Context: an optimization exercise on an open-source flow, tuned for small area, a short achievable clock period and few clock cycles per item. The choices shown serve that exercise and are no tape-out recipe.
In this exercise RTL edits were held to simulation tests only and were not proved equivalent to the original.

==> flow/design.v (outline; a module is shown in full before it is edited, if it fits) <==
// module pha_prop_mul: 362 lines
// module pha_acc_sum: 512 lines
// module pi_heading_aligner_top: 209 lines
module pi_heading_aligner_top (
  input  logic                                clk_i,
  input  logic                                rst_ni,
  input  logic                                cfg_we_i,
  input  logic [pha_pkg::AddrW-1:0]           cfg_addr_i,
  input  logic [pha_pkg::CfgDataW-1:0]        cfg_wdata_i,
  input  logic                                in_valid_i,
  output logic                                in_ready_o,
  input  logic signed [pha_pkg::ErrW-1:0]     heading_error_i,
  input  logic                                target_valid_i,
  output logic                                out_valid_o,
  input  logic                                out_ready_i,
  output logic signed [pha_pkg::DriveW-1:0]   left_drive_o,
  output logic signed [pha_pkg::DriveW-1:0]   right_drive_o,
  output logic signed [pha_pkg::DriveW-1:0]   steer_value_o,
  output logic                                aligned_o
);
  // ...
==> flow/flow/run.sh <==
#!/bin/bash
set -euo pipefail
HERE="$(cd "$(dirname "$0")" && pwd)"
mapfile -t ARGS < "$HERE/make_args.txt"
bash standard.sh finish "${ARGS[@]}" > flow_make.log 2>&1
==> flow/flow/make_args.txt <==
SETUP_SLACK_MARGIN=9.8
BUFFER_PORTS_ARGS=-buffer_cell sky130_fd_sc_hd__buf_1
==> flow/standard.sh <==
#!/bin/bash
# synth_recipe.tcl (not shown) runs the flow's synth.tcl, then flattens the netlist and writes it again
# the make line also repeats each setting of config.mk as NAME=value (left out here)
make -C /OpenROAD-flow-scripts/flow DESIGN_CONFIG=/design/flow/config.mk WORK_HOME=/design/flow/orfs CLKGATE_MAP_FILE= SYNTH_SCRIPT=/design/flow/synth_recipe.tcl "${@:-finish}"
==> flow/config.mk <==
export PLATFORM = sky130hd
export DESIGN_NAME = pi_heading_aligner_top
export DESIGN_NICKNAME = pi_heading_aligner_top
export VERILOG_FILES = /design/flow/design.v
export SDC_FILE = /design/flow/constraint.sdc
export NUM_CORES = 4
export LEC_CHECK = 0
export ABC_AREA = 1
export CAP_MARGIN = 20
export CORE_MARGIN = 2
export CORE_UTILIZATION = 40
export SLEW_MARGIN = 20
==> flow/constraint.sdc <==
create_clock -name core_clock -period 15.0 [get_ports {clk_i}]
set_input_delay 3.0000 -clock core_clock [delete_from_list [all_inputs] [get_ports {clk_i}]]
set_output_delay 3.0000 -clock core_clock [all_outputs]
set_load 0.01 [all_outputs]
==> impl_metrics.tcl, run 1 <==
set metrics [dict create \
    final_util_pct 46.8 \
    die_w_um 269 \
    vias_per_cell 5.39 \
    regArea_um2 6990 \
    synthMuxAreaShare_pct 0.603 \
    rr_startpoint "integ_q[11]" \
    yosys_warnings 1 \
    timing.slew.headroom_pct 34.5 \
    grt_max_degree 65 \
    setup_tns_ns 0 \
    tap_cells 940 \
    synth.most_common_cell "inv_1" \
    grt_first_pass_wirelength_um 137000 \
    use_met2_pct 40.0 \
    max_stage_delay_ns 0.51 \
    fin_cells 4698 \
    wl_met1_um 38700 \
    nets 4144 \
    grt-ovfl-total 0 \
    final.period_utilization_pct 33.9 \
    whs_ns 0.470 \
    synth_edf_count 127 \
    arrival_ns 5.42 \
    signal_buffer_area_fraction_pct 6.84 \
    worstSetupPathType "reg2reg" \
    status "finished clean" \
    numCtsBuffers 30 \
    route.top_layer_used "met5" \
    cts_max_level 1 \
    core_um2 69700 \
    slew_violations 0 \
    max_freq_mhz 196 \
    fillers 6849 \
    r2r_end "s2_acc_q[26]" \
    synth_area_leader_cell "fa_1" \
    grt-busiest-layer "met2" \
    clkbuf_count 42 \
]
Testbench counts, summed over its fixed seeds: cycles 5,952, items 5,760.
==> run 2: changes to the inputs <==
==> flow/flow/make_args.txt (replaced) <==
SETUP_SLACK_MARGIN=10
BUFFER_PORTS_ARGS=-buffer_cell sky130_fd_sc_hd__buf_1
--- a/flow/config.mk
+++ b/flow/config.mk
@@ -10,3 +10,4 @@
 export CORE_MARGIN = 2
 export CORE_UTILIZATION = 40
 export SLEW_MARGIN = 20
+export TNS_END_PERCENT = 20
==> run 2 against run 1 <==
Net effect: count of clock-buffer cells in the layout is the same; sequential share of layout area shrank 0.55 points; setup slack lost 0.013 ns; flip-flop and latch count is the same; non-clock buffer count grew 32; clock skew grew 0.00064 ns; critical endpoint is now s2_acc_q[33]; worst hold slack lost 0.0033 ns; die area is the same.
==> impl_metrics.tcl, run 2 <==
set metrics [dict create \
    status "finished clean" \
    drc_errors 0 \
    drtAntennaViolNets 0 \
    rsz0062_at_grt "yes" \
    drt_iter0_drc 2600 \
    worst_slew_pin_slew_ns 0.965 \
    min_period_ns 5.10 \
    largest_reg_flops 85 \
    die_w_um 269 \
    rr_startpoint "cfg_q[47]" \
    vias_per_cell 5.41 \
    die-area_um2 72200 \
    cts_root_buf "clkbuf_16" \
    yosys_warnings 1 \
    ys_types 53 \
    final.period_utilization_pct 34.0 \
    avgSynthCellArea_um2 8.00 \
    final_common_cell "nand2_1" \
    setup_tns_ns 0 \
    synth_edf_count 127 \
    arrival_ns 5.42 \
    die_h_um 269 \
    cp_slowest_cell "fa_1" \
    hp-class "reg2reg" \
    layout_common_cells "nand2_1 (560), inv_1 (532), xor2_1 (379), o22ai_1 (247), buf_4 (244)" \
    top_register "cfg_q" \
    rrSetupSlack_ns 9.90 \
    start_util_pct 40.2 \
    crit_family "adder cells" \
    skew_ns 0.0256 \
    ys_ff_latch 254 \
    drive_gt1_share_pct 18.0 \
    synth.most_common_cell "inv_1" \
    clock_latency_ns 0.58 \
    numCtsBuffers 30 \
    grt_pass1_vias 24257 \
    synth-simple-area-share_pct 14.8 \
    dpl.hpwl_um 69400 \
    cts_buffer_depth 3 \
    num_vias 25580 \
    r2r_end "s2_acc_q[33]" \
    yosys.area.top_type_share_pct 15.3 \
    whs_ns 0.467 \
    synthMuxAreaShare_pct 0.603 \
    reg_top3 "cfg_q (85), s2_acc_q (32), s1_prop_q (30)" \
    max_freq_mhz 196 \
    synth_area_leader_cell "fa_1" \
    drt-total-wl_um 95300 \
    cp_max_fo 5 \
    rr_worst_depth 19 \
    syn_inst 3502 \
    postSynth.asyncResetShare_pct 44.1 \
    cts_sinks 254 \
    crit_buf_inv 6 \
    synth_area_leaders "fa_1 (15%), edfxtp_1 (14%), xor2_1 (12%)" \
    setup_viol 0 \
    crit_cells 19 \
    routedWlPerCell_um 20.2 \
    io_pins 94 \
    antenna_found_initial 5 \
    netlist_area_um2 28000 \
    timing.slew.headroom_pct 35.7 \
    max_stage_delay_ns 0.62 \
    slew_violations 0 \
    grt_max_degree 65 \
    synth_flop_cell "edfxtp_1" \
    setup.worst_path.start "cfg_q[47]" \
    worstSetupPathType "reg2reg" \
    core_um2 69700 \
    path_cells "clkinvlp_4 > buf_4 > o22ai_1 > xor2_1 > fa_1 > inv_1 > fa_1 > inv_1 > fa_1 > inv_1 > fa_1 > inv_1 > ha_4 > a21oi_4 > o21a_1 > o221ai_1 > a31oi_1 > nand3_1 > xor2_1" \
    drt_first_pass_iters 6 \
    synth-compound-area-share_pct 13.9 \
    cts_max_level 1 \
    endpoint_kind "register" \
    grt-ovfl-total 0 \
    yosysSeqAreaShare_pct 24.7 \
    worstSetupEndpoint "s2_acc_q[33]" \
    cp.required_ns 15.31 \
    synthAdderAreaFrac_pct 22.3 \
    fp-row-count 97 \
    cts_tree "built" \
    cts.clk_slew.worst_paths_ns 0.07 \
    start_kind "register" \
    io_buffers 93 \
    grtUsageTotal_pct 25.5 \
    syn2layout_area_growth_pct 19.6 \
    synth_top_family_by_area "adder cells" \
    synth_xor_area_share_pct 13.1 \
    ys_top_cells_by_count "inv_1 (599), nand2_1 (577), xor2_1 (385), o22ai_1 (264), fa_1 (214)" \
    drv_cap 0 \
    hold_viol 0 \
    synth_fp_nets 3915 \
    nets 4174 \
    gp_congestion 0.971 \
    grt_first_pass_wirelength_um 141000 \
]
-- run 2: how the worst min path moves through the flow --
stage / depth (start not counted) / to / start / slack (ns)
CTS: 1 / in_ready_q / s0_valid_q / 0.46
global placement: 1 / in_ready_q / s0_valid_q / 0.45
floorplan: 0 / s2_tgt_q / s1_tgt_q / 0.40
global route: 0 / s1_tgt_q / s0_tgt_q / 0.47
detailed placement: 1 / in_ready_q / s0_valid_q / 0.46
finish: 0 / s1_tgt_q / s0_tgt_q / 0.47
-- run 2: metrics by stage --
step | instance area, um^2 | utilization [%] | setup slack (ns) | cells
floorplan | 28200 | - | 9.42 | 3502
global placement | 29100 | 41.8 | 9.18 | 4393
detailed placement | 29100 | 41.8 | 9.13 | 4393
CTS | 31800 | 45.7 | 9.83 | 4609
global route | 33500 | 48.1 | 9.79 | 4725
finish | 33500 | 48.1 | 9.90 | 4729
-- run 2: metal layers --
metal  track usage, %  share of wire [%]
met1             33.8                 41
met2             41.1                 45
met3             4.50                8.6
met4             11.0                4.9
met5                0              0.014
-- run 2: cell families after synthesis --
logic type	Yosys count
AOI/OAI and AO/OA	682
xor gates and xnor gates	418
adders and majority gates	370
buffers and inverters	775
DFF	254
muxes	15
and+or+nand+nor	988
-- run 2: final cells by class --
type / count / area [um^2]
Fill cell: 6750 / 36100
Multi-Input combinational cell: 2473 / 18900
Sequential cell: 254 / 7000
Timing Repair Buffer: 362 / 2630
Inverter: 617 / 2570
Tap cell: 940 / 1180
Clock buffer: 42 / 921
Timing Repair inverter: 23 / 155
Clock inverter: 14 / 138
Antenna cell: 4 / 10.0
-- run 2: repair_timing --
| item | 4_1_cts | 5_1_grt |
|---|---|---|
| buffers inserted | 143 | 110 |
| endpoints found under the hold margin | 0 | 0 |
| endpoints found under the setup margin | 71 | 62 |
| pin swaps | 2 | 32 |
| gates resized for setup | 123 | 183 |
| hold buffers | 0 | 0 |
| cloned | 17 | 6 |

==> afterwards: timing with drivers on the ports <==
Ports are ideal in the flow. The routed layouts listed here were re-timed in OpenROAD. Step 1, drivers: a clkbuf_16 drives clk_i and a buf_2 each remaining input, both assumed. Step 2 times the ports against the registers' clock, not the clock port: input delays grow and output delays shrink by t, the midpoint of the rising clock arrivals with the driver on. a / b / c = no drivers / after step 1 / after step 2; a / b = the first two.
run | shift t [ns] | slack for setup (ns) | worst setup path at the end
run 1 | 0.623 | 9.908 / 9.908 / 9.575 | input to register
run 2 | 0.623 | 9.895 / 9.895 / 9.808 | input to register
After both steps every run listed still meets setup and hold. The setup slack of run 1, which loses most, moves by 0.000 ns with the drivers and by -0.333 ns with both steps.
